This design comes from an exercise in tuning for small area on the open sky130 flow, not from production work.
Where RTL was checked, it was by simulation tests only, not by an equivalence proof against the original.
For runs 5 and 6, only the layout was checked, not whether the RTL still works.
No activity file was given, so power comes from the tool's default toggle rates.

==> design/flow/design.v <==
`timescale 1ns / 1ps
module packet_timestamp_interpolator
(
    input  logic         clk,
    input  logic         rst_n,
    input  logic         cfg_valid,
    output logic         cfg_ready,
    input  logic [1:0]   cfg_index,
    input  logic [63:0]  cfg_data,
    input  logic         in_valid,
    output logic         in_ready,
    input  logic [15:0]  packet_length,
    input  logic [63:0]  cycle_count,
    output logic         out_valid,
    input  logic         out_ready,
    output logic [63:0]  timestamp,
    output logic         recalibrated
);
    localparam logic [33:0] TICK_RESET  = 34'd1000000000;
    localparam logic [31:0] SPEED_RESET = 32'd1250;
    localparam logic [3:0] P_IDLE  = 4'd0;
    localparam logic [3:0] P_ZERO  = 4'd1;    
    localparam logic [3:0] P_MUL   = 4'd2;    
    localparam logic [3:0] P_WDIV  = 4'd3;    
    localparam logic [3:0] P_NOW   = 4'd4;    
    localparam logic [3:0] P_Q1DIV = 4'd5;    
    localparam logic [3:0] P_CMP   = 4'd6;    
    localparam logic [3:0] P_UPD   = 4'd7;    
    localparam logic [3:0] P_SDIV  = 4'd8;    
    localparam logic [3:0] P_SCOPY = 4'd9;    
    localparam logic [3:0] P_ACC   = 4'd10;   
    localparam logic [3:0] P_SAT   = 4'd11;   
    localparam logic [3:0] P_ODIV  = 4'd12;   
    localparam logic [3:0] P_FIN   = 4'd13;   
    localparam logic [3:0] P_ACPT  = 4'd14;   
    logic [33:0] tick_r;
    logic [63:0] bc_r;
    logic [63:0] bt_r;
    logic        tick_set, bc_set, bt_set;
    logic        a_reg, a_bt;           
    logic        b_set, s_set;
    logic [63:0] A;                     
    logic [31:0] B;                     
    logic [31:0] S;                     
    logic [31:0] X;                     
    logic [31:0] TH, TL;                
    logic [34:0] R;                     
    logic [6:0]  items;
    logic        ov_r, rc_r;
    logic [3:0]  ph;
    logic [6:0]  j;                     
    logic [6:0]  k;                     
    logic        first, rneg, rprev;
    logic [1:0]  cy;
    logic [2:0]  mc;
    logic        c2, lt, nz, hinz, upd, qnz;
    assign cfg_ready    = 1'b1;
    assign timestamp    = {TH, TL};
    assign recalibrated = rc_r;
    assign out_valid    = ov_r;
    assign in_ready     = (ph == P_ACPT);
    logic cal;
    assign cal = (items == 7'd64);
    logic is_div, is_64;
    assign is_div = (ph == P_WDIV) || (ph == P_Q1DIV) || (ph == P_SDIV) || (ph == P_ODIV);
    assign is_64  = (ph == P_NOW) || (ph == P_CMP) || (ph == P_UPD) || (ph == P_FIN);
    logic last_j;
    always_comb
    begin
        if (is_div || ph == P_ZERO) last_j = (j == 7'd34);
        else if (ph == P_MUL)       last_j = (j == 7'd87);
        else if (is_64)             last_j = (j == 7'd63);
        else                        last_j = (j == 7'd31);
    end
    logic last_k;
    assign last_k = (ph == P_WDIV) ? (k == 7'd87) : (k == 7'd31);
    logic rot;                          
    assign rot = (j >= 7'd4);
    logic jlo;
    assign jlo = (j < 7'd32);
    logic [5:0] bi;
    assign bi = j[5:0];
    logic tick_bit, bc_bit, bt_bit, cyc_bit, len_bit, spd_bit, anc_bit;
    logic [63:0] tick_x, tick_rst_x;
    assign tick_x     = {30'b0, tick_r};
    assign tick_rst_x = {30'b0, TICK_RESET};
    assign tick_bit = (j < 7'd34) & (tick_set ? tick_x[bi] : tick_rst_x[bi]);
    assign bc_bit   = bc_set & bc_r[bi];
    assign bt_bit   = bt_set & bt_r[bi];
    assign cyc_bit  = cycle_count[bi];
    assign len_bit  = (j < 7'd16) & packet_length[bi[3:0]];
    assign spd_bit  = jlo & (s_set ? S[0] : SPEED_RESET[bi[4:0]]);
    assign anc_bit  = a_reg ? A[0] : (a_bt & bt_bit);
    logic tick_zero;
    assign tick_zero = tick_set & (tick_r == '0);
    logic dbit;
    always_comb
    begin
        if (ph == P_WDIV)
        begin
            if (k < 7'd24)      dbit = X[31];
            else if (k < 7'd56) dbit = TH[31];
            else                dbit = TL[31];
        end
        else
        begin
            dbit = b_set & B[31];
        end
    end
    logic       sub;
    assign sub = first | !rneg;
    logic       alu_a, alu_b, alu_k, cinit;
    always_comb
    begin
        alu_a = 1'b0;
        alu_b = 1'b0;
        alu_k = 1'b0;
        cinit = 1'b0;
        unique case (ph)
            P_MUL:
            begin
                alu_a = cyc_bit;
                alu_b = !bc_bit;
                cinit = 1'b1;
            end
            P_WDIV, P_Q1DIV, P_SDIV, P_ODIV:
            begin
                alu_a = (j == 7'd0) ? dbit : (!first & rprev);
                alu_b = ((ph == P_WDIV) ? tick_bit : spd_bit) ^ sub;
                cinit = sub;
            end
            P_NOW:
            begin
                alu_a = tick_zero | (jlo ? TH[0] : X[0]);
                alu_b = bt_bit;
            end
            P_CMP, P_UPD:
            begin
                alu_a = TL[0];
                alu_b = !anc_bit;
                cinit = 1'b1;
            end
            P_ACC:
            begin
                alu_a = !cal & b_set & B[0];
                alu_b = len_bit;
                alu_k = (j == 7'd3) || (j == 7'd4);
            end
            P_FIN:
            begin
                alu_a = anc_bit;
                alu_b = jlo & X[0];
            end
            default: ;
        endcase
    end
    logic [1:0] cin;
    logic [2:0] asum;
    logic       s;
    assign cin  = (j == 7'd0) ? {1'b0, cinit} : cy;
    assign asum = {2'b0, alu_a} + {2'b0, alu_b} + {2'b0, alu_k} + {1'b0, cin};
    assign s    = asum[0];
    logic q;                            
    assign q = !s;
    logic [3:0] tsum;
    assign tsum = {3'b0, R[28]} + {3'b0, R[26]} + {3'b0, R[25]} + {3'b0, R[23]}
                + {3'b0, R[20]} + {3'b0, R[16]} + {3'b0, R[15]} + {3'b0, R[12]}
                + {1'b0, mc};
    logic pbit;
    assign pbit = tsum[0];
    logic q1b, c2in, c2out;
    assign q1b   = jlo & X[0];
    assign c2in  = (j == 7'd0) ? 1'b0 : c2;
    assign c2out = (anc_bit & q1b) | (anc_bit & c2in) | (q1b & c2in);
    logic nz_n, hinz_n, lt_n, upd_n;
    assign nz_n   = ((j == 7'd0) ? 1'b0 : nz) | s;
    assign hinz_n = ((j == 7'd0) ? 1'b0 : hinz) | (s & !jlo);
    assign lt_n   = jlo ? ((s & !q1b) | (!(s ^ q1b) & ((j == 7'd0) ? 1'b0 : lt))) : lt;
    assign upd_n  = (c2out & asum[1]) | ((c2out ^ asum[1]) & (hinz_n | lt));
    logic start;
    assign start = (ph == P_IDLE) && in_valid && !ov_r;
    logic [3:0] ph_next;
    always_comb
    begin
        ph_next = ph;
        unique case (ph)
            P_IDLE:  if (start) ph_next = cal ? P_ZERO : P_ACC;
            P_ZERO:  if (last_j) ph_next = P_MUL;
            P_MUL:   if (last_j) ph_next = P_WDIV;
            P_WDIV:  if (last_j && last_k) ph_next = P_NOW;
            P_NOW:   if (last_j) ph_next = P_Q1DIV;
            P_Q1DIV: if (last_j && last_k) ph_next = P_CMP;
            P_CMP:   if (last_j) ph_next = P_UPD;
            P_UPD:   if (last_j) ph_next = (nz && !hinz) ? P_SDIV : P_ACC;
            P_SDIV:  if (last_j && last_k) ph_next = P_SCOPY;
            P_SCOPY: if (last_j) ph_next = P_ACC;
            P_ACC:   if (last_j) ph_next = (asum[2:1] != 2'b0) ? P_SAT : P_ODIV;
            P_SAT:   if (last_j) ph_next = P_ODIV;
            P_ODIV:  if (last_j && last_k) ph_next = P_FIN;
            P_FIN:   if (last_j) ph_next = P_ACPT;
            P_ACPT:  ph_next = P_IDLE;
            default: ph_next = P_IDLE;
        endcase
    end
    always_ff @(posedge clk or negedge rst_n)
    begin
        if (!rst_n)
        begin
            ph    <= P_IDLE;
            j     <= '0;
            k     <= '0;
            items <= '0;
            ov_r  <= 1'b0;
        end
        else
        begin
            ph <= ph_next;
            if (ph == P_IDLE || last_j)
                j <= '0;
            else
                j <= j + 7'd1;
            if (ph_next != ph)
                k <= '0;
            else if (is_div && last_j)
                k <= k + 7'd1;
            if (ph == P_ACPT)
            begin
                items <= cal ? 7'd1 : items + 7'd1;
                ov_r  <= 1'b1;
            end
            else if (out_ready)
            begin
                ov_r  <= 1'b0;
            end
        end
    end
    always_ff @(posedge clk or negedge rst_n)
    begin
        if (!rst_n)
        begin
            tick_set <= 1'b0;
            bc_set   <= 1'b0;
            bt_set   <= 1'b0;
            a_reg    <= 1'b0;
            a_bt     <= 1'b0;
            b_set    <= 1'b0;
            s_set    <= 1'b0;
        end
        else
        begin
            if (cfg_valid && cfg_index == 2'd0) tick_set <= 1'b1;
            if (cfg_valid && cfg_index == 2'd1) bc_set   <= 1'b1;
            if (cfg_valid && cfg_index == 2'd2)
            begin
                bt_set <= 1'b1;
                a_bt   <= 1'b1;
                a_reg  <= 1'b0;
            end
            else if (ph == P_UPD && last_j && upd)
            begin
                a_reg  <= 1'b1;
            end
            if (ph == P_ACC && last_j) b_set <= 1'b1;
            if (ph == P_UPD && last_j && nz) s_set <= 1'b1;
        end
    end
    always_ff @(posedge clk)
    begin
        if (cfg_valid && cfg_index == 2'd0) tick_r <= cfg_data[33:0];
        if (cfg_valid && cfg_index == 2'd1) bc_r   <= cfg_data;
        if (cfg_valid && cfg_index == 2'd2) bt_r   <= cfg_data;
    end
    always_ff @(posedge clk)
    begin
        rprev <= R[0];
        R     <= {((ph == P_ZERO) || (ph == P_MUL && j[6])) ? 1'b0 : s, R[34:1]};
        cy    <= asum[2:1];
        c2    <= c2out;
        if (ph == P_ZERO)
            mc <= '0;
        else
            mc <= tsum[3:1];
        if (ph == P_CMP)
        begin
            nz   <= nz_n;
            hinz <= hinz_n;
            lt   <= lt_n;
            if (last_j) upd <= upd_n;
        end
        if (ph_next != ph)
            first <= 1'b1;
        else if (is_div && last_j)
            first <= 1'b0;
        if (is_div && last_j)
            rneg <= s;
        if (ph == P_SDIV && k == 7'd0 && j == 7'd0)
            qnz <= 1'b0;
        else if (ph == P_SDIV && last_j)
            qnz <= qnz | q;
        if (ph == P_ACPT)
            rc_r <= cal;
    end
    always_ff @(posedge clk)
    begin
        if ((ph == P_CMP) || (ph == P_FIN))
            A <= {A[0], A[63:1]};
        else if (ph == P_UPD)
            A <= {upd ? TL[0] : A[0], A[63:1]};
    end
    always_ff @(posedge clk)
    begin
        if (ph == P_ACC)
            B <= {s, B[31:1]};
        else if (ph == P_SAT)
            B <= {1'b1, B[31:1]};
        else if ((ph == P_Q1DIV || ph == P_SDIV || ph == P_ODIV) && rot)
            B <= {B[0], B[31:1]};
    end
    always_ff @(posedge clk)
    begin
        if ((ph == P_Q1DIV || ph == P_SDIV || ph == P_ODIV) && jlo)
            S <= {S[0], S[31:1]};
        else if (ph == P_UPD && jlo && nz)
            S <= {hinz ? (j == 7'd0) : s, S[31:1]};
        else if (ph == P_SCOPY)
            S <= {X[0] | ((j == 7'd0) & !qnz), S[31:1]};
    end
    logic x_ins;
    assign x_ins = (j == 7'd34) &&
                   ((ph == P_WDIV && k >= 7'd24) || ph == P_Q1DIV || ph == P_SDIV || ph == P_ODIV);
    always_ff @(posedge clk)
    begin
        if (ph == P_MUL && j[6])
            X <= {pbit, X[31:1]};
        else if ((ph == P_WDIV && k < 7'd56) || ph == P_Q1DIV || ph == P_SDIV || ph == P_ODIV)
        begin
            if (rot)
                X <= {X[0], X[31:2], x_ins ? q : X[1]};
        end
        else if (((ph == P_NOW) && !jlo) || (((ph == P_CMP) || (ph == P_SCOPY) || (ph == P_FIN)) && jlo))
            X <= {X[0], X[31:1]};
    end
    logic th_ins;
    assign th_ins = (j == 7'd34) && (ph == P_WDIV) && (k >= 7'd56);
    always_ff @(posedge clk)
    begin
        if ((ph == P_MUL && !j[6]) || ph == P_NOW || ph == P_FIN)
        begin
            TH <= {(ph == P_MUL) ? pbit : s, TH[31:1]};
            TL <= {TH[0], TL[31:1]};
        end
        else if (ph == P_CMP || ph == P_UPD)
        begin
            TH <= {TL[0], TH[31:1]};
            TL <= {TH[0], TL[31:1]};
        end
        else if (ph == P_WDIV)
        begin
            if (k >= 7'd24 && rot)
                TH <= {TH[0], TH[31:2], th_ins ? q : TH[1]};
            if (k >= 7'd56 && rot)
                TL <= {TL[0], TL[31:1]};
        end
    end
endmodule
==> design/flow/run.sh <==
#!/bin/bash
# synth_recipe.tcl (not shown) runs the flow's synth.tcl, then flattens the netlist and writes it again
# the make line also repeats each setting of config.mk as NAME=value (left out here)
make -C /OpenROAD-flow-scripts/flow DESIGN_CONFIG=/design/flow/config.mk WORK_HOME=/design/flow/orfs CLKGATE_MAP_FILE= SYNTH_SCRIPT=/design/flow/synth_recipe.tcl finish
==> design/flow/config.mk <==
export PLATFORM = sky130hd
export DESIGN_NAME = packet_timestamp_interpolator
export DESIGN_NICKNAME = packet_timestamp_interpolator
export VERILOG_FILES = /design/flow/design.v
export SDC_FILE = /design/flow/constraint.sdc
export NUM_CORES = 4
export LEC_CHECK = 0
export CAP_MARGIN = 35
export CORE_MARGIN = 2
export CORE_UTILIZATION = 40
export CTS_BUF_LIST = sky130_fd_sc_hd__clkbuf_4
export SLEW_MARGIN = 35
==> design/flow/constraint.sdc <==
create_clock -name core_clock -period 8.0 [get_ports {clk}]
set_input_delay 1.6000 -clock core_clock [delete_from_list [all_inputs] [get_ports {clk}]]
set_output_delay 1.6000 -clock core_clock [all_outputs]
set_load 0.01 [all_outputs]
==> results of run 1 <==
## logic make-up (layout without fill, tap and decap cells)
kind of cell,after synthesis,count (layout)
flops,468,468
simple gates,205,205
compound gates,144,144
mux,94,94
buf+inv,81,486
fa+ha+maj,25,25
xor+xnor,21,21
other cells,1,5
## critical path, stage by stage (launching register included)
cell and delay [ns]:
dfrtp_4 0.68, buf_4 0.54, mux4_2 0.59, a22oi_1 0.23, a21oi_1 0.09, or3_1 0.47, nand3_1 0.13, o21ai_1 0.10
a221oi_1 0.38, fa_1 0.45, inv_1 0.06, ha_1 0.13, inv_1 0.05, fa_1 0.52, inv_1 0.08, o21ai_0 0.17
a21oi_1 0.09, a311oi_1 0.26, nor3_1 0.07, a21oi_1 0.11, o21ai_0 0.08
## final cells by class
class,instances,area (sq um)
Sequential cell,468,13500
Timing Repair Buffer,238,2330
Antenna cell,4,10.0
Fill cell,3812,21900
Clock buffer,172,1290
Inverter,31,116
Tap cell,592,741
Multi-Input combinational cell,490,4220
Clock inverter,45,236
## final timing paths
check,end,cells after the start,startpoint
min,R[2],0,R[3]
max,ph[0],20,j[0]
min reg2reg,R[2],0,R[3]
max reg2reg,ph[0],20,j[0]
min in group asynchronous,ph[3],2,rst_n
max in group asynchronous,s_set,2,rst_n
## metrics by stage
stage | util, % | power, uW
floorplan | - | 5230
global placement | 47.1 | 6130
detailed placement | 47.1 | 6160
CTS | 50.5 | 8200
global route | 50.5 | 8580
finish | 50.6 | 8060
## synthesized netlist by cell type (17+ instances only)
library cell	n
a21oi_1	28
clkbuf_1	24
dfrtp_1	32
dfxtp_1	44
edfxtp_1	392
ha_1	17
inv_1	31
mux2i_1	44
mux4_2	46
nand2_1	28
nand3_1	21
nor2_1	53
nor3_1	17
o21ai_0	32
## per-layer routing
| metal | global-route usage, % | wire length (um) | part of all wire (%) |
|---|---|---|---|
| met5 | 0 | 13 | 0.034 |
| met4 | 6.78 | 1010 | 2.7 |
| met3 | 5.74 | 2870 | 7.6 |
| met2 | 24.5 | 17300 | 46 |
| met1 | 22.2 | 16600 | 44 |
## where the power goes
group	total [uW]	switching [uW]	internal [uW]
clock	1990	957	1030
combinational	2440	1380	1060
sequential	3640	282	3350
==> impl_metrics.ini, run 1 <==
[global_route]
grt_max_degree = 67
grt_pass1_wl_um = 59500
overflow = 0
grt_antenna_before_repair = 3
grt_pass1_vias = 10600
grt_util_all_layers_pct = 16.5

[power_and_ir_drop]
p_per_area_mw_per_mm2 = 360
leakagePower_uw = 0.00754
ir_worst_vdd_v = 0.000202

[detailed_routing]
vias = 10300
ant_nets = 0
finalWirelength_um = 37800
drc = 0
wl_per_cell_um = 18.5
drt_iter0_drc = 705
vias_per_cell = 5.06
dr.pass1.iters = 4

[sta]
worst_slew_pin_slew_ns = 0.884
slew_headroom_pct = 41.1
max_freq_ghz = 0.185
final.hold.worst_slack_ns = 0.304
fin_setup_tns_ns = 0
layout_setup_ws_ns = 2.59
setup_violations = 0
fin_crit_ns = 5.41
hold_violations = 0
min_period_over_period_pct = 67.6
finalMaxSlewViolations = 0
rsz0062_at_grt = no
fin_skew_ns = 0.0766

[final_layout]
mostFrequentLayoutCells = 392 x edfxtp_1, 217 x clkdlybuf4s50_1, 172 x clkbuf_4
final_cells = 2040
area_growth_pct = 24.5
final_common_cell = edfxtp_1
drive_above_1_share_pct = 19.7
reg.largest.list = A: 64 flops, bc_r: 64 flops, bt_r: 64 flops
postLayoutCellArea_sq_mm = 0.0224
nNetsFinal = 1520

[clocking]
clock_path_buffers = 3
htree_levels = 3
cts_sinks = 468
clkTransAtPathRegs_ns = 0.07
cts_tree = done
root_buffer = clkbuf_4
cts_buffers = 116
clk_latency_ns = 0.86
cts_setup_buffers = 0
post_cts_resized = 0
ctsHoldBuffers = 0

[floorplan]
start_util_pct = 40.6
core_sq_mm = 0.0443
dieHeight_um = 216
io_pins = 219
die_x_um = 216
die_area_sq_mm = 0.0467
rows = 77

[critical_path]
cp.required_ns = 8.73
worstSetupStartpointType = register
cp.arrival_ns = 6.14
path_max_fanout = 31
worstSetupPathType = reg2reg
endpoint_kind = register
regToRegSetupSlack_ns = 2.59

[yosys]
synth_largest_area_cell = edfxtp_1
synth_ff_type = edfxtp_1
async_reset_ff_share_pct = 6.84
yosysSeqAreaShare_pct = 74.8
synthesis.instances = 1039
yosys_warnings = 1
synth.avg_cell_area_sq_um = 17.3
synthDominantCellAreaShare_pct = 65.4
ys_ff_latch = 468
synth_xor_area_share_pct = 1.02
synth-edff-count = 392
synth-compound-area-share_pct = 5.35
yosysUniqueCellTypes = 77
synth_top_family_by_area = multiplexers
netlist_area_sq_mm = 0.0180
synth_fa_ha_area_share_pct = 2.02
synthTopCellsByArea = edfxtp_1 65%, mux4_2 5.8%, dfxtp_1 4.9%
synthSimpleGateAreaFrac_pct = 6.29
syn_nets = 1214
muxShareOfSynthArea_pct = 8.45

[placed_design]
gp_congestion = 0.900
place_area_sq_mm = 0.0209
hpwl_um = 24700
dp_cells = 1819
dp_slack_ns = 2.08
numPortBuffers = 217

[run_status]
status = timing/DRC/antenna clean

[hold_path]
hp-class = reg2reg

[flow_run]
cap_viol_max_count = 0
==> inputs of run 2 (changes only) <==
--- a/design/flow/config.mk
+++ b/design/flow/config.mk
@@ -9,4 +9,3 @@
 export CORE_MARGIN = 2
 export CORE_UTILIZATION = 40
-export CTS_BUF_LIST = sky130_fd_sc_hd__clkbuf_4
 export SLEW_MARGIN = 35
==> run 2 against run 1 <==
Against the previous run: combinational power hardly changed; final cell count shrank 6.3%; sequential power is essentially flat; design area rose by 0.50%; count of clock-buffer cells in the layout down 107; via count shrank 4.2%; critical endpoint unchanged; first-iteration DRC count up 12%; critical path type unchanged; synthesized area stayed put.
==> impl_metrics.ini, run 2 <==
[run_status]
status = timing/DRC/antenna clean

[global_route]
grt_antenna_before_repair = 0
grt_pass1_wl_um = 58400
grt_util_met1_pct = 22.6
grt_pass1_vias = 10100
grt.busiest_layer = met2
use_met3_pct = 4.32
globalRouteMet2Util_pct = 24.9
grt_max_degree = 67
overflow = 0
grt_util_all_layers_pct = 16.1

[sta]
fin_setup_tns_ns = 0
worst_slew_pin_slew_ns = 0.865
final.hold.worst_slack_ns = 0.313
fin_skew_ns = 0.0290
setup_violations = 0
min_period_over_period_pct = 67.6
layout_setup_ws_ns = 2.59
max_freq_ghz = 0.185
finalMaxSlewViolations = 0
hold_violations = 0
slew_headroom_pct = 42.3
rsz0062_at_grt = no
fin_crit_ns = 5.41

[final_layout]
nNetsFinal = 1453
final_common_cell = edfxtp_1
multiInputGateArea_sq_mm = 0.00422
mostFrequentLayoutCells = 392 x edfxtp_1, 217 x clkdlybuf4s50_1, 52 x nor2_1, 52 x clkbuf_16, 46 x mux4_2
num-fill-cells = 3715
drive_above_1_share_pct = 13.4
seq_area_sq_mm = 0.0135
reg.largest.list = A: 64 flops, bc_r: 64 flops, bt_r: 64 flops
utilization_pct = 50.8
area_growth_pct = 25.1

[yosys]
syn_nets = 1214
synth-edff-count = 392
synthTopCellsByArea = edfxtp_1 65%, mux4_2 5.8%, dfxtp_1 4.9%
synth_largest_area_cell = edfxtp_1
netlist_area_sq_mm = 0.0180
yosysSeqAreaShare_pct = 74.8
async_reset_ff_share_pct = 6.84
synth_ff_type = edfxtp_1
synth_common_cells = 392 x edfxtp_1, 53 x nor2_1, 46 x mux4_2
yosys_warnings = 1
synthesis.instances = 1039
synth_most_common_cell = edfxtp_1
yosysUniqueCellTypes = 77
synthDominantCellAreaShare_pct = 65.4
synth.avg_cell_area_sq_um = 17.3
ys_ff_latch = 468

[detailed_routing]
drc = 0
drt_iter0_drc = 793
vias = 9896
dr.pass1.iters = 5
finalWirelength_um = 37400
wl_per_cell_um = 19.6
ant_nets = 0
vias_per_cell = 5.18

[clocking]
htree_levels = 2
clock_path_buffers = 3
cts_tree = done
clk_latency_ns = 0.59
clkTransAtPathRegs_ns = 0.07
cts_setup_buffers = 0
post_cts_resized = 0
ctsHoldBuffers = 0
root_buffer = clkbuf_16
cts_buffers = 49
cts_sinks = 468

[hold_path]
hp-class = reg2reg

[power_and_ir_drop]
p_per_area_mw_per_mm2 = 371
leakagePower_uw = 0.00743
ir_worst_vdd_v = 0.000188

[floorplan]
start_util_pct = 40.6
rows = 77
die_x_um = 216
die_area_sq_mm = 0.0467
io_pins = 219
dieHeight_um = 216
core_sq_mm = 0.0443

[critical_path]
worstSetupStartpointType = register
cp.required_ns = 8.48
cp.arrival_ns = 5.89
endpoint_kind = register
path_max_fanout = 31
worstSetupPathType = reg2reg

[placed_design]
dp_slack_ns = 2.08
gp_congestion = 0.900
hpwl_um = 24700
numPortBuffers = 217

[flow_run]
cap_viol_max_count = 0
## run 2: cell counts after synthesis
Identical to the previous run, type by type.
## run 2: per-layer routing
layer | vias to the layer above | part of all wire, %
li1 | 4547 | -
met1 | 4987 | 46
met2 | 307 | 46
met3 | 55 | 6.3
met4 | 0 | 1.8
met5 | - | 0
## run 2: kinds of logic after synthesis
kind of cell | synth area share [%]
AO/OA/AOI/OAI | 5.35
XOR/XNOR | 1.02
adder cells (fa/ha/maj) | 2.02
buffers and inverters | 2.09
flip-flops | 74.8
multiplexers | 8.45
other | 0.0208
AND/OR/NAND/NOR | 6.29
## run 2: where the power goes
group          internal, uW  total, uW  leakage (uW)  switching, uW
logic                  1060       2440       0.00257           1390
clock network          1330       2270      0.000793            943
registers              3360       3640       0.00407            284
## run 2: stage by stage
stage,instance area [sq um],power (uW),cells
after CTS,22500,8470,1911
after global placement,20900,6130,1819
after detailed placement,20900,6160,1819
final,22500,8350,1912
after global routing,22500,8830,1911
after floorplan,18000,5230,1039
## run 2: final cells by class
class,count,share of cell area [%]
repair buffers,238,10.4
diodes,1,0.0111
inverters,31,0.517
clock buffers,65,6.15
flip-flops and latches,468,59.8
well taps,592,3.29
multi-input cells,490,18.7
clock inverters,27,1.17
## run 2: path summary, 6_finish.rpt
check                      endpoint  depth (start not counted)  slack (ns)   from
hold / removal                R[31]                          0        0.31  R[32]
setup / recovery              ph[0]                         20        2.59   j[0]
min in group asynchronous      k[5]                          2        1.45  rst_n
hold reg to reg               R[31]                          0        0.31  R[32]
setup reg to reg              ph[0]                         20        2.59   j[0]
max in group asynchronous      j[0]                          2        6.16  rst_n
## run 2: worst max-delay path, stage by stage (launching register included)
cell and delay (ns):
dfrtp_4 0.68, buf_4 0.54, mux4_2 0.59, a22oi_1 0.23
a21oi_1 0.09, or3_1 0.46, nand3_1 0.13, o21ai_1 0.10
a221oi_1 0.38, fa_1 0.45, inv_1 0.06, ha_1 0.13
inv_1 0.05, fa_1 0.52, inv_1 0.08, o21ai_0 0.17
a21oi_1 0.09, a311oi_1 0.26, nor3_1 0.07, a21oi_1 0.11
o21ai_0 0.08
==> inputs of run 3 (changes only) <==
--- a/design/flow/config.mk
+++ b/design/flow/config.mk
@@ -8,4 +8,4 @@
 export CAP_MARGIN = 35
 export CORE_MARGIN = 2
-export CORE_UTILIZATION = 40
+export CORE_UTILIZATION = 70
 export SLEW_MARGIN = 35
==> run 3 against run 2 <==
Against the previous run: the flow now stops in clock tree synthesis; synthesized cell count is the same; synthesized area is the same.
==> impl_metrics.ini, run 3 <==
[yosys]
syn_nets = 1214
synthDominantCellAreaShare_pct = 65.4
synth_fa_ha_area_share_pct = 2.02
synth-compound-area-share_pct = 5.35
netlist_area_sq_mm = 0.0180
synth_ff_type = edfxtp_1
yosys_warnings = 1
synthTopCellsByArea = edfxtp_1 65%, mux4_2 5.8%, dfxtp_1 4.9%
synth_xor_area_share_pct = 1.02
synth-edff-count = 392
synthSimpleGateAreaFrac_pct = 6.29
async_reset_ff_share_pct = 6.84
synth_largest_area_cell = edfxtp_1
muxShareOfSynthArea_pct = 8.45
yosysSeqAreaShare_pct = 74.8
ys_ff_latch = 468
yosysUniqueCellTypes = 77
synth_most_common_cell = edfxtp_1
synth_common_cells = 392 x edfxtp_1, 53 x nor2_1, 46 x mux4_2
synth_top_family_by_area = multiplexers
synthesis.instances = 1039
synth.avg_cell_area_sq_um = 17.3

[clocking]
cts_setup_buffers = 0
ctsHoldBuffers = 0
cts_buffers = 44
htree_levels = 2
cts_sinks = 468
root_buffer = clkbuf_16
clock_path_buffers = 3
post_cts_resized = 0

[placed_design]
numPortBuffers = 217
hpwl_um = 26800
dp_cells = 1556
dp_slack_ns = 2.08
gp_congestion = 0.912

[floorplan]
rows = 58
io_pins = 219
dieHeight_um = 164
start_util_pct = 71.5
die_x_um = 164

[run_status]
error = [ERROR DPL-0033] detailed placement checks failed during check placement.
status = aborted with a tool error
failed_stage = clock tree synthesis
## run 3: cell counts after synthesis
Identical to the previous run, type by type.
## run 3: through the flow
stage / hold WS [ns] / instance area (sq um) / total power [uW]
3_5_place_dp: 0.312 / 20500 / 6210
3_3_place_gp: 0.311 / 20500 / 6060
2_1_floorplan: 0.310 / 18000 / 5230
## run 3: cell families after synthesis
logic type | Yosys count
adders and majority gates | 25
buffers and inverters | 81
AOI/OAI and AO/OA | 144
other | 1
and+or+nand+nor | 205
DFF | 468
muxes | 94
xor gates and xnor gates | 21
## run 3: power groups by stage
stage	combinational [uW]	sequential, uW	clock, uW
after global placement	2370	3690	0
after floorplan	1600	3630	0
after detailed placement	2480	3730	0
## run 3: worst min-delay path by stage
stage               start     to  depth (start not counted)
floorplan            R[1]   R[0]                          0
global placement    R[19]  R[18]                          0
detailed placement  R[27]  R[26]                          0
==> inputs of run 4 (changes only) <==
==> design/flow/flow/run.sh (new file) <==
#!/bin/bash
# Standard ORFS layout; the only change is the cell used to buffer the ports
# (sky130_fd_sc_hd__buf_1 instead of the one buffer_ports picks by itself).
set -euo pipefail
bash standard.sh finish "BUFFER_PORTS_ARGS=-buffer_cell sky130_fd_sc_hd__buf_1" > flow_make.log 2>&1
==> design/flow/standard.sh (new file) <==
#!/bin/bash
# synth_recipe.tcl (not shown) runs the flow's synth.tcl, then flattens the netlist and writes it again
# the make line also repeats each setting of config.mk as NAME=value (left out here)
make -C /OpenROAD-flow-scripts/flow DESIGN_CONFIG=/design/flow/config.mk WORK_HOME=/design/flow/orfs CLKGATE_MAP_FILE= SYNTH_SCRIPT=/design/flow/synth_recipe.tcl "${@:-finish}"
--- a/design/flow/config.mk
+++ b/design/flow/config.mk
@@ -8,4 +8,5 @@
 export CAP_MARGIN = 35
 export CORE_MARGIN = 2
-export CORE_UTILIZATION = 70
+export CORE_UTILIZATION = 40
+export CTS_BUF_LIST = sky130_fd_sc_hd__clkbuf_4
 export SLEW_MARGIN = 35
removed: design/flow/run.sh
==> run 4 against run 3 <==
Against the previous run: the run now finishes clean; synthesized area unchanged; synthesized cell count unchanged.
==> impl_metrics.ini, run 4 <==
[run_status]
status = timing/DRC/antenna clean

[floorplan]
dieHeight_um = 216
die_x_um = 216
start_util_pct = 40.6
core_sq_mm = 0.0443
rows = 77
io_pins = 219
die_area_sq_mm = 0.0467

[yosys]
synth_largest_area_cell = edfxtp_1
yosysSeqAreaShare_pct = 74.8
yosys_warnings = 1
syn_nets = 1214
synth-edff-count = 392
synth_ff_type = edfxtp_1
synthTopCellsByArea = edfxtp_1 65%, mux4_2 5.8%, dfxtp_1 4.9%
synth.avg_cell_area_sq_um = 17.3
yosysUniqueCellTypes = 77
netlist_area_sq_mm = 0.0180
synth_most_common_cell = edfxtp_1
synth_common_cells = 392 x edfxtp_1, 53 x nor2_1, 46 x mux4_2
synthesis.instances = 1039
synthDominantCellAreaShare_pct = 65.4
async_reset_ff_share_pct = 6.84
ys_ff_latch = 468

[critical_path]
r2r-start = j[0]
cp.required_ns = 8.74
r2r_end = ph[0]
cp-endpoint = ph[0]
endpoint_kind = register
worstSetupPathType = reg2reg
critPathLaunch = j[0]
path_max_fanout = 27
regToRegSetupSlack_ns = 2.84
cp.arrival_ns = 5.89
reg2regPathDepth = 20
worstSetupStartpointType = register

[power_and_ir_drop]
p_sw_uw = 2660
p_per_area_mw_per_mm2 = 377
ir_worst_vdd_v = 0.000205
p_clk_share_pct = 25.8
seq_power_share_pct = 45.9
leakagePower_uw = 0.00699
swShare_pct = 33.4
pwr-share-comb_pct = 28.3
power_uw = 7960
cell_internal_pwr_uw = 5300

[sta]
fin_setup_tns_ns = 0
finalMaxSlewViolations = 0
hold_violations = 0
setup_violations = 0
rsz0062_at_grt = no
worst_slew_pin_slew_ns = 0.849
final.hold.worst_slack_ns = 0.313
slew_headroom_pct = 43.4
max_freq_ghz = 0.194
fin_crit_ns = 5.16
min_period_over_period_pct = 64.5
fin_skew_ns = 0.0538

[detailed_routing]
vias_per_cell = 5.11
drt_iter0_drc = 797
wl_per_cell_um = 18.3
finalWirelength_um = 37500
vias = 10500
drc = 0
ant_nets = 0
dr.pass1.iters = 8

[final_layout]
final_common_cell = edfxtp_1
mostFrequentLayoutCells = 392 x edfxtp_1, 216 x buf_1, 181 x clkbuf_4
nNetsFinal = 1521
area_growth_pct = 17.4
reg.largest.list = A: 64 flops, bc_r: 64 flops, bt_r: 64 flops
drive_above_1_share_pct = 20.3

[clocking]
cts_setup_buffers = 0
root_buffer = clkbuf_4
clk_latency_ns = 0.85
cts_tree = done
htree_levels = 3
post_cts_resized = 0
clock_path_buffers = 3
cts_buffers = 119
cts_sinks = 468
clkTransAtPathRegs_ns = 0.08
ctsHoldBuffers = 0

[global_route]
grt_max_degree = 67
overflow = 0
grt_pass1_vias = 10800
grt_antenna_before_repair = 4
grt_util_all_layers_pct = 16.4
grt_pass1_wl_um = 59500

[placed_design]
hpwl_um = 23900
numPortBuffers = 217
gp_congestion = 0.893

[hold_path]
hp-class = reg2reg

[flow_run]
cap_viol_max_count = 0
[run 4: cell counts after synthesis]
Identical to the previous run, type by type.
[run 4: how the worst min path moves through the flow]
stage	start	end	slack [ns]	depth (start not counted)
floorplan	R[1]	R[0]	0.31	0
global placement	R[22]	R[21]	0.31	0
detailed placement	R[7]	R[6]	0.31	0
CTS	R[3]	R[2]	0.32	0
global route	R[9]	R[8]	0.33	0
finish	R[27]	R[26]	0.31	0
[run 4: metrics by stage]
stage	util, %	worst slack, ns	cells	area, sq um
2_1_floorplan	-	2.85	1039	18000
3_3_place_gp	44.0	2.45	1816	19500
3_5_place_dp	44.0	2.38	1816	19500
4_1_cts	47.6	2.41	2042	21100
5_1_grt	47.7	2.42	2049	21100
6_report	47.7	2.84	2049	21100
[run 4: final cells by class]
| type | count | area [sq um] |
|---|---|---|
| clock buffers | 180 | 1350 |
| fillers | 3961 | 23200 |
| diodes | 6 | 15.0 |
| multi-input cells | 490 | 4220 |
| inverters | 31 | 116 |
| flip-flops and latches | 468 | 13500 |
| clock inverters | 46 | 235 |
| repair buffers | 236 | 990 |
| well taps | 592 | 741 |
[run 4: power by group through the flow]
stage | combinational, uW | clock (uW) | sequential, uW
after floorplan | 1600 | 0 | 3630
after global placement | 2170 | 0 | 3740
after detailed placement | 2220 | 0 | 3750
after CTS | 2220 | 2130 | 3710
after global routing | 2490 | 2270 | 3720
final | 2250 | 2050 | 3650
[run 4: layer usage]
layer	vias to the layer above	global-route usage (%)	part of all wire, %
li1	4781	-	-
met1	5239	22.9	46
met2	364	23.9	45
met3	77	5.29	6.8
met4	2	6.39	2.4
met5	-	0	0.035
[run 4: worst max-delay path, stage by stage, from the launching register on]
cell      delay, ns
dfrtp_4        0.67
buf_4          0.46
mux4_2         0.55
o21a_1         0.20
nor4_1         0.27
nor4_1         0.13
nor4bb_1       0.27
and3_1         0.19
o221a_2        0.18
fa_1           0.41
inv_1          0.07
ha_1           0.13
inv_1          0.05
fa_1           0.53
inv_1          0.08
o21ai_0        0.17
a21oi_1        0.09
a311oi_1       0.26
nor3_1         0.07
a21oi_1        0.12
o21ai_0        0.10
[run 4: kinds of logic (layout without fill, tap and decap cells)]
| logic type | after synthesis | after routing | share of synthesized area [%] |
|---|---|---|---|
| AO/OA/AOI/OAI | 144 | 144 | 5.35 |
| adder cells (fa/ha/maj) | 25 | 25 | 2.02 |
| buffers and inverters | 81 | 493 | 2.09 |
| other | 1 | 7 | 0.0208 |
| XOR/XNOR | 21 | 21 | 1.02 |
| AND/OR/NAND/NOR | 205 | 205 | 6.29 |
| multiplexers | 94 | 94 | 8.45 |
| flip-flops | 468 | 468 | 74.8 |
==> inputs of run 5 (changes only) <==
--- a/design/flow/design.v
+++ b/design/flow/design.v
@@ -19,19 +19,21 @@
     localparam logic [33:0] TICK_RESET  = 34'd1000000000;
     localparam logic [31:0] SPEED_RESET = 32'd1250;
-    localparam logic [3:0] P_IDLE  = 4'd0;
-    localparam logic [3:0] P_ZERO  = 4'd1;    
-    localparam logic [3:0] P_MUL   = 4'd2;    
-    localparam logic [3:0] P_WDIV  = 4'd3;    
-    localparam logic [3:0] P_NOW   = 4'd4;    
-    localparam logic [3:0] P_Q1DIV = 4'd5;    
-    localparam logic [3:0] P_CMP   = 4'd6;    
-    localparam logic [3:0] P_UPD   = 4'd7;    
-    localparam logic [3:0] P_SDIV  = 4'd8;    
-    localparam logic [3:0] P_SCOPY = 4'd9;    
-    localparam logic [3:0] P_ACC   = 4'd10;   
-    localparam logic [3:0] P_SAT   = 4'd11;   
-    localparam logic [3:0] P_ODIV  = 4'd12;   
-    localparam logic [3:0] P_FIN   = 4'd13;   
-    localparam logic [3:0] P_ACPT  = 4'd14;   
+    localparam logic [4:0] P_IDLE  = 5'd0;
+    localparam logic [4:0] P_ZERO  = 5'd1;    
+    localparam logic [4:0] P_MUL   = 5'd2;    
+    localparam logic [4:0] P_WDIV  = 5'd3;    
+    localparam logic [4:0] P_NOW   = 5'd4;    
+    localparam logic [4:0] P_Q1DIV = 5'd5;    
+    localparam logic [4:0] P_CMP   = 5'd6;    
+    localparam logic [4:0] P_UPD   = 5'd7;    
+    localparam logic [4:0] P_SDIV  = 5'd8;    
+    localparam logic [4:0] P_SCOPY = 5'd9;    
+    localparam logic [4:0] P_ACC   = 5'd10;   
+    localparam logic [4:0] P_SAT   = 5'd11;   
+    localparam logic [4:0] P_ODIV  = 5'd12;   
+    localparam logic [4:0] P_FIN   = 5'd13;   
+    localparam logic [4:0] P_ACPT  = 5'd14;   
+    localparam logic [4:0] P_WCMP  = 5'd15;   
+    localparam logic [4:0] P_WFIN  = 5'd16;   
     logic [33:0] tick_r;
     logic [63:0] bc_r;
@@ -41,4 +43,5 @@
     logic        b_set, s_set;
     logic [63:0] A;                     
+    logic [5:0]  ap;                    
     logic [31:0] B;                     
     logic [31:0] S;                     
@@ -48,5 +51,5 @@
     logic [6:0]  items;
     logic        ov_r, rc_r;
-    logic [3:0]  ph;
+    logic [4:0]  ph;
     logic [6:0]  j;                     
     logic [6:0]  k;                     
@@ -180,5 +183,5 @@
     logic start;
     assign start = (ph == P_IDLE) && in_valid && !ov_r;
-    logic [3:0] ph_next;
+    logic [4:0] ph_next;
     always_comb
     begin
@@ -190,5 +193,6 @@
             P_WDIV:  if (last_j && last_k) ph_next = P_NOW;
             P_NOW:   if (last_j) ph_next = P_Q1DIV;
-            P_Q1DIV: if (last_j && last_k) ph_next = P_CMP;
+            P_Q1DIV: if (last_j && last_k) ph_next = P_WCMP;
+            P_WCMP:  if (ap == 6'd63) ph_next = P_CMP;
             P_CMP:   if (last_j) ph_next = P_UPD;
             P_UPD:   if (last_j) ph_next = (nz && !hinz) ? P_SDIV : P_ACC;
@@ -197,5 +201,6 @@
             P_ACC:   if (last_j) ph_next = (asum[2:1] != 2'b0) ? P_SAT : P_ODIV;
             P_SAT:   if (last_j) ph_next = P_ODIV;
-            P_ODIV:  if (last_j && last_k) ph_next = P_FIN;
+            P_ODIV:  if (last_j && last_k) ph_next = P_WFIN;
+            P_WFIN:  if (ap == 6'd63) ph_next = P_FIN;
             P_FIN:   if (last_j) ph_next = P_ACPT;
             P_ACPT:  ph_next = P_IDLE;
@@ -203,4 +208,15 @@
         endcase
     end
+    always_ff @(posedge clk)
+    begin
+        if (ph == P_IDLE || ph == P_WCMP || ph == P_WFIN || last_j)
+            j <= '0;
+        else
+            j <= j + 7'd1;
+        if (ph_next != ph)
+            k <= '0;
+        else if (is_div && last_j)
+            k <= k + 7'd1;
+    end
     always_ff @(posedge clk or negedge rst_n)
     begin
@@ -208,6 +224,5 @@
         begin
             ph    <= P_IDLE;
-            j     <= '0;
-            k     <= '0;
+            ap    <= '0;
             items <= '0;
             ov_r  <= 1'b0;
@@ -216,12 +231,5 @@
         begin
             ph <= ph_next;
-            if (ph == P_IDLE || last_j)
-                j <= '0;
-            else
-                j <= j + 7'd1;
-            if (ph_next != ph)
-                k <= '0;
-            else if (is_div && last_j)
-                k <= k + 7'd1;
+            ap <= ap + 6'd1;
             if (ph == P_ACPT)
             begin
@@ -303,8 +311,5 @@
     always_ff @(posedge clk)
     begin
-        if ((ph == P_CMP) || (ph == P_FIN))
-            A <= {A[0], A[63:1]};
-        else if (ph == P_UPD)
-            A <= {upd ? TL[0] : A[0], A[63:1]};
+        A <= {(ph == P_UPD && upd) ? TL[0] : A[0], A[63:1]};
     end
     always_ff @(posedge clk)
==> design/flow/flow/run.sh (replaced) <==
#!/bin/bash
# Standard ORFS layout with two changes: ports are buffered with
# sky130_fd_sc_hd__buf_1, and clock tree synthesis uses clkbuf_4 with
# sink clusters of at most 10 flip-flops and no dummy loads.
set -euo pipefail
bash standard.sh finish \
  "BUFFER_PORTS_ARGS=-buffer_cell sky130_fd_sc_hd__buf_1" \
  "CTS_ARGS=-sink_clustering_enable -repair_clock_nets -dont_use_dummy_load -buf_list sky130_fd_sc_hd__clkbuf_4 -sink_clustering_size 10 -sink_clustering_max_diameter 40" \
  > flow_make.log 2>&1
--- a/design/flow/config.mk
+++ b/design/flow/config.mk
@@ -9,4 +9,3 @@
 export CORE_MARGIN = 2
 export CORE_UTILIZATION = 40
-export CTS_BUF_LIST = sky130_fd_sc_hd__clkbuf_4
 export SLEW_MARGIN = 35
==> run 5 against run 4 <==
Against the previous run: global-route usage is 0.80 points lower; synthesized area is 1.4% lower; non-clock buffer count is 1 lower; via count is 3.7% lower; sequential share of layout area is 1.6 points higher; critical endpoint is now first; largest cell class unchanged.
==> impl_metrics.ini, run 5 <==
[detailed_routing]
finalWirelength_um = 35300
wl_per_cell_um = 18.2
vias = 10100
drt_iter0_drc = 629
ant_nets = 0
drc = 0
vias_per_cell = 5.20
dr.pass1.iters = 5

[yosys]
synth.avg_cell_area_sq_um = 16.3
synth_common_cells = 328 x edfxtp_1, 122 x dfxtp_1, 62 x mux4_2
async_reset_ff_share_pct = 5.26
synth-edff-count = 328
yosysSeqAreaShare_pct = 72.8
synth_largest_area_cell = edfxtp_1
yosysUniqueCellTypes = 77
yosys_warnings = 1
synth_ff_type = edfxtp_1
synthTopCellsByArea = edfxtp_1 56%, dfxtp_1 14%, mux4_2 7.9%
synthesis.instances = 1086
syn_nets = 1262
synth_most_common_cell = edfxtp_1
synthDominantCellAreaShare_pct = 55.5
ys_ff_latch = 475
netlist_area_sq_mm = 0.0177

[sta]
setup_violations = 0
fin_skew_ns = 0.102
finalMaxSlewViolations = 0
fin_crit_ns = 6.02
fin_setup_tns_ns = 0
max_freq_ghz = 0.166
rsz0062_at_grt = no
hold_violations = 0
worst_slew_pin_slew_ns = 0.852
slew_headroom_pct = 42.7
min_period_over_period_pct = 75.3

[floorplan]
dieHeight_um = 215
die_area_sq_mm = 0.0461
rows = 77
start_util_pct = 40.3
core_sq_mm = 0.0440
die_x_um = 215
io_pins = 219

[placed_design]
hpwl_um = 23600
numPortBuffers = 217
gp_congestion = 0.898
dp_cells = 1866

[final_layout]
reg.largest.list = A: 64 flops, bc_r: 64 flops, bt_r: 64 flops
final_common_cell = edfxtp_1
drive_above_1_share_pct = 13.6
mostFrequentLayoutCells = 328 x edfxtp_1, 217 x buf_1, 120 x dfxtp_1
nNetsFinal = 1519
num-fill-cells = 3948
area_growth_pct = 11.5
final_cells = 1937

[global_route]
grt_pass1_wl_um = 56300
grt_max_degree = 67
grt_util_all_layers_pct = 15.6
overflow = 0
grt_antenna_before_repair = 4
grt_pass1_vias = 10100

[clocking]
clk_latency_ns = 0.80
cts_sinks = 475
clkTransAtPathRegs_ns = 0.10
cts_setup_buffers = 0
cts_buffers = 67
post_cts_resized = 0
htree_levels = 3
cts_tree = done
clock_path_buffers = 3
root_buffer = clkbuf_4
ctsHoldBuffers = 0

[critical_path]
regToRegSetupSlack_ns = 1.98
cp.required_ns = 8.68
reg2regPathDepth = 21
path_max_fanout = 42
worstSetupPathType = reg2reg
endpoint_kind = register
worstSetupStartpointType = register
cp.arrival_ns = 6.70

[power_and_ir_drop]
p_per_area_mw_per_mm2 = 195
power_uw = 3860
ir_worst_vdd_v = 0.000113
leakagePower_uw = 0.00637

[flow_run]
cap_viol_max_count = 0

[hold_path]
hold_path_depth = 0
hp-class = reg2reg

[run_status]
status = timing/DRC/antenna clean
## run 5: final timing paths
kind | endpoint | start
worst max register to register | first | j[0]
min in group asynchronous | s_set | rst_n
worst min register to register | A[41] | A[42]
worst max-delay path | first | j[0]
max in group asynchronous | items[4] | rst_n
worst min-delay path | A[41] | A[42]
## run 5: logic make-up after synthesis
logic type	share of synthesized area [%]
flip-flops	72.8
AND/OR/NAND/NOR	7.26
AO/OA/AOI/OAI	4.88
multiplexers	9.72
buffers and inverters	2.13
adder cells (fa/ha/maj)	2.12
XOR/XNOR	1.09
other	0.0211
## run 5: metal layers
metal	vias to the layer above	global-route usage, %	share of wire [%]
met3	79	4.92	6.9
met2	349	23.0	44
met4	2	5.49	2.6
met5	-	0	0.037
li1	4645	-	-
met1	5000	21.8	46
## run 5: layout make-up
type / count / area, sq um / area share [%]
flip-flops and latches: 475 / 12900 / 65.3
multi-input cells: 525 / 4490 / 22.7
repair buffers: 235 / 966 / 4.88
well taps: 592 / 741 / 3.74
clock buffers: 67 / 503 / 2.54
inverters: 39 / 146 / 0.740
diodes: 4 / 10.0 / 0.0506
## run 5: per-stage QoR
stage	setup slack, ns	cell area (sq um)	hold WS (ns)	util, %
2_1_floorplan	2.22	17700	0.310	-
3_3_place_gp	1.68	19200	0.312	43.7
3_5_place_dp	1.61	19300	0.312	43.8
4_1_cts	1.89	19800	0.300	44.9
5_1_grt	1.60	19800	0.301	44.9
6_report	1.98	19800	0.298	44.9
## run 5: critical path, cell delays in order (launching register included)
cell       delay, ns
dfxtp_4         0.79
buf_12          0.36
mux4_2          0.55
mux2i_1         0.28
o22ai_1         0.19
a2111oi_0       0.53
a311oi_1        0.11
o21ai_0         0.12
a311oi_1        0.10
fa_1            0.50
inv_1           0.07
ha_1            0.13
inv_1           0.05
fa_1            0.54
nand3_1         0.09
a21oi_1         0.17
nor3_1          0.07
inv_1           0.11
o221a_2         0.18
o32ai_1         0.07
or4_1           0.67
a21o_1          0.23
## run 5: where the power goes
group          internal (uW)  switching [uW]  leakage (uW)  total (uW)
sequential              2650            11.8       0.00409        2660
combinational           41.3            47.0       0.00197        88.3
clock                    386             725      0.000308        1110
total                   3080             784       0.00637        3860
==> inputs of run 6 (changes only) <==
==> design/flow/flow/run.sh (replaced) <==
#!/bin/bash
# Standard ORFS layout with two changes: ports are buffered with
# sky130_fd_sc_hd__buf_1, and clock tree synthesis uses clkbuf_8 with
# sink clusters of at most 14 flip-flops and no dummy loads.
set -euo pipefail
bash standard.sh finish \
  "BUFFER_PORTS_ARGS=-buffer_cell sky130_fd_sc_hd__buf_1" \
  "CTS_ARGS=-sink_clustering_enable -repair_clock_nets -dont_use_dummy_load -buf_list sky130_fd_sc_hd__clkbuf_8 -sink_clustering_size 14 -sink_clustering_max_diameter 45" \
  > flow_make.log 2>&1
==> run 6 against run 5 <==
Against the previous run: sequential cell count unchanged; critical path type unchanged; clock power increased by 14%; via count shrank 1.4%; highest routed layer unchanged; largest cell class unchanged; setup slack worse by 0.069 ns; first-iteration DRC count decreased by 7.0%; combinational power hardly changed.
==> impl_metrics.ini, run 6 <==
[critical_path]
path_max_fanout = 42
cp.arrival_ns = 6.54
cp-endpoint = first
worstSetupStartpointType = register
cp.required_ns = 8.45
endpoint_kind = register
reg2regPathDepth = 21
worstSetupPathType = reg2reg
critPathLaunch = j[0]
r2r_end = first
regToRegSetupSlack_ns = 1.91
r2r-start = j[0]

[detailed_routing]
vias = 9938
finalWirelength_um = 35000
wl_per_cell_um = 18.3
dr.pass1.iters = 5
vias_per_cell = 5.19
ant_nets = 0
drc = 0
drt_iter0_drc = 585

[clocking]
htree_levels = 2
cts_setup_buffers = 0
ctsHoldBuffers = 0
clock_path_buffers = 3
cts_tree = done
cts_buffers = 49
clkTransAtPathRegs_ns = 0.08
root_buffer = clkbuf_8
cts_sinks = 475
post_cts_resized = 0
clk_latency_ns = 0.62

[yosys]
synth_ff_type = edfxtp_1
synth_most_common_cell = edfxtp_1
synthTopCellsByArea = edfxtp_1 56%, dfxtp_1 14%, mux4_2 7.9%
synth-edff-count = 328
netlist_area_sq_mm = 0.0177
synth_largest_area_cell = edfxtp_1
async_reset_ff_share_pct = 5.26
ys_ff_latch = 475
synth_common_cells = 328 x edfxtp_1, 122 x dfxtp_1, 62 x mux4_2
syn_nets = 1262
synthesis.instances = 1086
yosys_warnings = 1
synth.avg_cell_area_sq_um = 16.3
yosysUniqueCellTypes = 77
synthDominantCellAreaShare_pct = 55.5
yosysSeqAreaShare_pct = 72.8

[final_layout]
reg.largest.list = A: 64 flops, bc_r: 64 flops, bt_r: 64 flops
final_common_cell = edfxtp_1
area_growth_pct = 12.4
multiInputGateArea_sq_mm = 0.00449
nNetsFinal = 1501
num-fill-cells = 3903
mostFrequentLayoutCells = 328 x edfxtp_1, 217 x buf_1, 120 x dfxtp_1
utilization_pct = 45.3
seq_area_sq_mm = 0.0129
drive_above_1_share_pct = 12.4

[power_and_ir_drop]
power_uw = 4020
p_per_area_mw_per_mm2 = 202
ir_worst_vdd_v = 0.000146
leakagePower_uw = 0.00641

[global_route]
grt_pass1_wl_um = 55700
grt_util_all_layers_pct = 15.2
overflow = 0
grt_max_degree = 67
grt_antenna_before_repair = 2
grt_pass1_vias = 9951

[run_status]
status = timing/DRC/antenna clean

[floorplan]
dieHeight_um = 215
core_sq_mm = 0.0440
io_pins = 219
die_x_um = 215
start_util_pct = 40.3
die_area_sq_mm = 0.0461
rows = 77

[sta]
worst_slew_pin_slew_ns = 0.840
final.hold.worst_slack_ns = 0.273
slew_headroom_pct = 43.6
setup_violations = 0
fin_skew_ns = 0.0730
rsz0062_at_grt = no
fin_crit_ns = 6.09
fin_setup_tns_ns = 0
finalMaxSlewViolations = 0
hold_violations = 0
max_freq_ghz = 0.164
min_period_over_period_pct = 76.1

[placed_design]
hpwl_um = 23600
numPortBuffers = 217
gp_congestion = 0.898

[flow_run]
cap_viol_max_count = 0

[hold_path]
hp-class = reg2reg
run 6: cell counts after synthesis:
No cell type changed its count.
run 6: where the power goes:
group	switching [uW]	total [uW]	internal, uW
clock	729	1270	544
sequential	11.7	2660	2650
combinational	46.9	88.1	41.3
total	787	4020	3240
run 6: per-layer routing:
metal | share of wire (%) | global-route usage, % | vias up
li1 | - | - | 4585
met1 | 46 | 21.9 | 4948
met5 | 0.037 | 0 | -
met3 | 6.9 | 3.73 | 70
met2 | 45 | 22.8 | 333
met4 | 2.3 | 4.93 | 2
run 6: kinds of logic after synthesis:
group                    Yosys count  share of synthesized area, %
multiplexers                      94                          9.72
adder cells (fa/ha/maj)           26                          2.12
flip-flops                       475                          72.8
buffers and inverters             86                          2.13
AO/OA/AOI/OAI                    133                          4.88
AND/OR/NAND/NOR                  249                          7.26
XOR/XNOR                          22                          1.09
other                              1                        0.0211
run 6: worst min path at each step:
| stage | from | to | slack, ns | cells past startpoint |
|---|---|---|---|---|
| 6_report | R[13] | R[12] | 0.27 | 0 |
| 3_5_place_dp | R[29] | R[28] | 0.31 | 0 |
| 2_1_floorplan | A[1] | A[0] | 0.31 | 0 |
| 5_1_grt | R[13] | R[12] | 0.29 | 0 |
| 4_1_cts | R[13] | R[12] | 0.26 | 0 |
| 3_3_place_gp | R[27] | R[26] | 0.31 | 0 |
run 6: stage by stage:
step	instance area (sq um)	setup WS [ns]	cells
global placement	19200	1.68	1866
floorplan	17700	2.22	1086
detailed placement	19300	1.61	1866
CTS	19900	1.84	1915
global route	19900	1.54	1915
finish	19900	1.91	1916
run 6: worst max-delay path: stages, from the launching register on:
cell,delay [ns]
dfxtp_4,0.79
buf_12,0.36
mux4_2,0.56
mux4_2,0.47
nand2_1,0.08
nand3_1,0.12
nand3_1,0.19
o21ai_0,0.11
a311oi_1,0.39
fa_1,0.47
inv_1,0.07
ha_1,0.13
inv_1,0.05
fa_1,0.54
nand3_1,0.09
a21oi_1,0.17
nor3_1,0.07
inv_1,0.12
o221a_2,0.18
o32ai_1,0.07
or4_1,0.67
a21o_1,0.23
run 6: area by class of cell:
class	count	area share (%)
antenna	1	0.0125
clock buffer	49	3.38
tap	592	3.71
inverter	39	0.734
sequential	475	64.8
timing repair buffer	235	4.84
multi-input combinational	525	22.5
==> inputs of run 7 (changes only) <==
--- a/design/flow/design.v
+++ b/design/flow/design.v
@@ -36,7 +36,10 @@
     localparam logic [4:0] P_WCMP  = 5'd15;   
     localparam logic [4:0] P_WFIN  = 5'd16;   
+    localparam logic [4:0] P_WMUL  = 5'd17;   
+    localparam logic [4:0] P_WNOW  = 5'd18;   
     logic [33:0] tick_r;
-    logic [63:0] bc_r;
-    logic [63:0] bt_r;
+    logic [63:0] bc_r;                  
+    logic [63:0] bt_r;                  
+    logic [5:0]  bco, bto;              
     logic        tick_set, bc_set, bt_set;
     logic        a_reg, a_bt;           
@@ -89,6 +92,6 @@
     assign tick_rst_x = {30'b0, TICK_RESET};
     assign tick_bit = (j < 7'd34) & (tick_set ? tick_x[bi] : tick_rst_x[bi]);
-    assign bc_bit   = bc_set & bc_r[bi];
-    assign bt_bit   = bt_set & bt_r[bi];
+    assign bc_bit   = bc_set & bc_r[0];
+    assign bt_bit   = bt_set & bt_r[0];
     assign cyc_bit  = cycle_count[bi];
     assign len_bit  = (j < 7'd16) & packet_length[bi[3:0]];
@@ -181,4 +184,9 @@
     assign lt_n   = jlo ? ((s & !q1b) | (!(s ^ q1b) & ((j == 7'd0) ? 1'b0 : lt))) : lt;
     assign upd_n  = (c2out & asum[1]) | ((c2out ^ asum[1]) & (hinz_n | lt));
+    logic [5:0] ap_n;
+    logic       al_bc, al_bt;
+    assign ap_n  = ap + 6'd1;
+    assign al_bc = !bc_set || (ap_n == bco);
+    assign al_bt = (ap_n == (bt_set ? bto : 6'd0));
     logic start;
     assign start = (ph == P_IDLE) && in_valid && !ov_r;
@@ -189,10 +197,12 @@
         unique case (ph)
             P_IDLE:  if (start) ph_next = cal ? P_ZERO : P_ACC;
-            P_ZERO:  if (last_j) ph_next = P_MUL;
+            P_ZERO:  if (last_j) ph_next = P_WMUL;
+            P_WMUL:  if (al_bc) ph_next = P_MUL;
             P_MUL:   if (last_j) ph_next = P_WDIV;
-            P_WDIV:  if (last_j && last_k) ph_next = P_NOW;
+            P_WDIV:  if (last_j && last_k) ph_next = P_WNOW;
+            P_WNOW:  if (al_bt) ph_next = P_NOW;
             P_NOW:   if (last_j) ph_next = P_Q1DIV;
             P_Q1DIV: if (last_j && last_k) ph_next = P_WCMP;
-            P_WCMP:  if (ap == 6'd63) ph_next = P_CMP;
+            P_WCMP:  if (al_bt) ph_next = P_CMP;
             P_CMP:   if (last_j) ph_next = P_UPD;
             P_UPD:   if (last_j) ph_next = (nz && !hinz) ? P_SDIV : P_ACC;
@@ -202,5 +212,5 @@
             P_SAT:   if (last_j) ph_next = P_ODIV;
             P_ODIV:  if (last_j && last_k) ph_next = P_WFIN;
-            P_WFIN:  if (ap == 6'd63) ph_next = P_FIN;
+            P_WFIN:  if (al_bt) ph_next = P_FIN;
             P_FIN:   if (last_j) ph_next = P_ACPT;
             P_ACPT:  ph_next = P_IDLE;
@@ -210,5 +220,5 @@
     always_ff @(posedge clk)
     begin
-        if (ph == P_IDLE || ph == P_WCMP || ph == P_WFIN || last_j)
+        if (ph == P_IDLE || ph == P_WCMP || ph == P_WFIN || ph == P_WMUL || ph == P_WNOW || last_j)
             j <= '0;
         else
@@ -231,5 +241,5 @@
         begin
             ph <= ph_next;
-            ap <= ap + 6'd1;
+            ap <= ap_n;
             if (ph == P_ACPT)
             begin
@@ -276,6 +286,22 @@
     begin
         if (cfg_valid && cfg_index == 2'd0) tick_r <= cfg_data[33:0];
-        if (cfg_valid && cfg_index == 2'd1) bc_r   <= cfg_data;
-        if (cfg_valid && cfg_index == 2'd2) bt_r   <= cfg_data;
+        if (cfg_valid && cfg_index == 2'd1)
+        begin
+            bc_r <= cfg_data;
+            bco  <= ap_n;
+        end
+        else
+        begin
+            bc_r <= {bc_r[0], bc_r[63:1]};
+        end
+        if (cfg_valid && cfg_index == 2'd2)
+        begin
+            bt_r <= cfg_data;
+            bto  <= ap_n;
+        end
+        else
+        begin
+            bt_r <= {bt_r[0], bt_r[63:1]};
+        end
     end
     always_ff @(posedge clk)
==> design/flow/flow/run.sh (replaced) <==
#!/bin/bash
# Standard ORFS layout with two changes: ports are buffered with
# sky130_fd_sc_hd__buf_1, and clock tree synthesis uses clkbuf_4 with
# sink clusters of at most 12 flip-flops and no dummy loads.
set -euo pipefail
bash standard.sh finish \
  "BUFFER_PORTS_ARGS=-buffer_cell sky130_fd_sc_hd__buf_1" \
  "CTS_ARGS=-sink_clustering_enable -repair_clock_nets -dont_use_dummy_load -buf_list sky130_fd_sc_hd__clkbuf_4 -sink_clustering_size 12 -sink_clustering_max_diameter 40" \
  > flow_make.log 2>&1
==> run 7 against run 6 <==
Against the previous run: critical path type unchanged; register-to-register slack improved by 0.13 ns; synthesized cell count increased by 37%; count of clock-buffer cells in the layout increased by 11; sequential share of layout area decreased by 3.3 points; global-route usage increased by 1.1 points; largest cell class unchanged; sequential power increased by 35%; synthesized area decreased by 0.61%.
==> impl_metrics.ini, run 7 <==
[power_and_ir_drop]
ir_worst_vdd_v = 0.000161
leakagePower_uw = 0.00752
p_per_area_mw_per_mm2 = 332
power_uw = 6480
seq_power_share_pct = 55.4
pwr-share-comb_pct = 28.0
p_clk_share_pct = 16.6
cell_internal_pwr_uw = 4350
p_sw_uw = 2130
swShare_pct = 32.8

[detailed_routing]
drt_iter0_drc = 789
dr.pass1.iters = 6
ant_nets = 0
finalWirelength_um = 37500
wl_per_cell_um = 16.3
drc = 0
vias_per_cell = 4.94
vias = 11400

[yosys]
async_reset_ff_share_pct = 5.13
synthDominantCellAreaShare_pct = 36.1
synthTopCellsByArea = edfxtp_1 36%, dfxtp_1 28%, nand2_1 9.5%
synth_top_family_by_area = simple AND/OR/NAND/NOR gates
synthesis.instances = 1492
synth_xor_area_share_pct = 2.06
synth_common_cells = 448 x nand2_1, 250 x dfxtp_1, 212 x edfxtp_1
synth-edff-count = 212
synth.avg_cell_area_sq_um = 11.8
yosys_warnings = 1
synth_ff_type = dfxtp_1
synth_most_common_cell = nand2_1
synth-compound-area-share_pct = 5.35
syn_nets = 1668
muxShareOfSynthArea_pct = 4.36
synthSimpleGateAreaFrac_pct = 15.7
yosysUniqueCellTypes = 77
yosysSeqAreaShare_pct = 68.0
synth_fa_ha_area_share_pct = 2.13
ys_ff_latch = 487
netlist_area_sq_mm = 0.0176
synth_largest_area_cell = edfxtp_1

[critical_path]
endpoint_kind = register
cp_common_cell = mux4_2
cp_cell_sequence = buf_4, mux4_2, mux4_2, mux4_2, a221o_1, fa_1, ha_1, inv_1, fa_1, nand2_1, a22oi_1, o31ai_1, o32ai_1, o311a_1, mux2i_1, nand4_4, a211oi_2
cp.required_ns = 8.65
path_max_fanout = 21
max_stage_delay_ns = 0.67
cp.buffers_inverters = 2
cp.arrival_ns = 6.61
worstSetupPathType = reg2reg
crit_slowest_cell = dfxtp_2
cp_top_family = multiplexers
worstSetupStartpointType = register
regToRegSetupSlack_ns = 2.04

[final_layout]
reg.largest.list = A: 64 flops, bc_r: 64 flops, bt_r: 64 flops
postLayoutCellArea_sq_mm = 0.0195
nNetsFinal = 1895
mostFrequentLayoutCells = 448 x nand2_1, 247 x dfxtp_1, 216 x buf_1
area_growth_pct = 10.6
num-fill-cells = 4082
drive_above_1_share_pct = 7.98
seq_area_sq_mm = 0.0120
final_common_cell = nand2_1
multiInputGateArea_sq_mm = 0.00524
utilization_pct = 45.1

[sta]
layout_setup_ws_ns = 2.04
fin_setup_tns_ns = 0
min_period_over_period_pct = 74.5
fin_crit_ns = 5.96
setup_violations = 0
finalMaxSlewViolations = 0
slew_headroom_pct = 45.9
fin_skew_ns = 0.101
worst_slew_pin_slew_ns = 0.811
rsz0062_at_grt = no
hold_violations = 0
max_freq_ghz = 0.168

[clocking]
ctsHoldBuffers = 0
clk_latency_ns = 0.83
cts_buffers = 60
root_buffer = clkbuf_4
clkTransAtPathRegs_ns = 0.11
cts_tree = done
post_cts_resized = 0
htree_levels = 2
clock_path_buffers = 3
cts_setup_buffers = 0
cts_sinks = 487

[global_route]
grt_antenna_before_repair = 1
grt_pass1_wl_um = 59900
grt_pass1_vias = 11200
grt_util_all_layers_pct = 16.3
grt_max_degree = 67
overflow = 0

[floorplan]
die_area_sq_mm = 0.0458
dieHeight_um = 214
core_sq_mm = 0.0433
rows = 76
start_util_pct = 40.8
io_pins = 219
die_x_um = 214

[placed_design]
gp_congestion = 0.882
place_area_sq_mm = 0.0191
numPortBuffers = 217
hpwl_um = 25400
dp_slack_ns = 1.47

[hold_path]
hp-class = reg2reg

[flow_run]
cap_viol_max_count = 0

[run_status]
status = timing/DRC/antenna clean
==> run 7: path summary, 6_finish.rpt <==
| kind | startpoint | endpoint | depth (start not counted) |
|---|---|---|---|
| min in group asynchronous | rst_n | ap[3] | 1 |
| worst min-delay path | A[44] | A[43] | 0 |
| worst max-delay path | j[0] | k[1] | 17 |
| worst max register to register | j[0] | k[1] | 17 |
| max in group asynchronous | rst_n | b_set | 1 |
| worst min register to register | A[44] | A[43] | 0 |
==> run 7: cell type report <==
cell class / instances / share of cell area [%]
tap: 585 / 3.75
sequential: 487 / 61.5
inverter: 39 / 0.750
clock buffer: 60 / 2.31
multi-input combinational: 898 / 26.9
antenna: 1 / 0.0128
timing repair buffer: 233 / 4.80
==> run 7: layer usage <==
layer	global-route usage, %	vias up	routed length (um)
met5	0	-	0
met4	6.32	0	963
met3	4.05	73	2460
met2	25.1	348	16900
met1	22.2	5403	17100
li1	-	5546	-
==> run 7: power groups by stage <==
stage,logic [uW],registers (uW),clock network (uW)
floorplan,1270,3590,0
detailed placement,1820,3640,0
global route,2030,3660,1240
global placement,1790,3640,0
finish,1810,3590,1080
CTS,1820,3600,1140
==> run 7: cell families after synthesis <==
logic type	Yosys count
xor+xnor	38
fa+ha+maj	26
simple gates	644
other cells	1
flops	487
compound gates	143
mux	46
buf+inv	107
==> run 7: worst register-to-register path, cell delays in order (launching register included) <==
cell,delay [ns]
dfxtp_2,0.67
buf_4,0.44
mux4_2,0.56
mux4_2,0.49
mux4_2,0.51
a221o_1,0.39
fa_1,0.54
ha_1,0.14
inv_1,0.05
fa_1,0.50
nand2_1,0.10
a22oi_1,0.15
o31ai_1,0.09
o32ai_1,0.14
o311a_1,0.25
mux2i_1,0.32
nand4_4,0.23
a211oi_2,0.24
==> run 7: per-stage QoR <==
stage          cells  hold slack [ns]
2_1_floorplan   1492            0.310
3_3_place_gp    2242            0.310
3_5_place_dp    2242            0.312
4_1_cts         2302            0.272
5_1_grt         2303            0.270
6_report        2303            0.267

## afterwards: timing with drivers on the ports
In the flow no input, the clock included, has a driving cell. The finished layouts below were timed again as built, in two steps. Step 1 assumes that a clkbuf_16 drives the clock port and a buf_2 every other input. Step 2 moves the port delays by t, midway between the first and last clock arrival at a register: inputs arrive t later, outputs are due t later. That takes back most of the time a late clock gives input paths. Slacks: ideal / step 1 / step 2; pairs: ideal / step 1.
run	t, ns	setup slack, ns	worst hold slack (ns)	worst data-port slew with drivers (ns)
run 1	0.868	2.591 / 2.591 / 2.087	0.304 / 0.304 / 0.304	0.11
run 2	0.627	2.590 / 2.590 / 2.110	0.313 / 0.313 / 0.313	0.08
run 4	0.879	2.844 / 2.844 / 2.423	0.313 / 0.313 / 0.313	0.07
run 5	0.796	1.980 / 1.980 / 1.612	0.298 / 0.298 / 0.298	0.07
run 6	0.626	1.911 / 1.911 / 1.511	0.273 / 0.273 / 0.273	0.08
run 7	0.831	2.042 / 2.042 / 1.431	0.267 / 0.267 / 0.267	0.08
After both steps setup and hold are still met in every run listed. The setup slack of run 7, which loses most, moves by 0.000 ns with the drivers and by -0.611 ns with both steps.
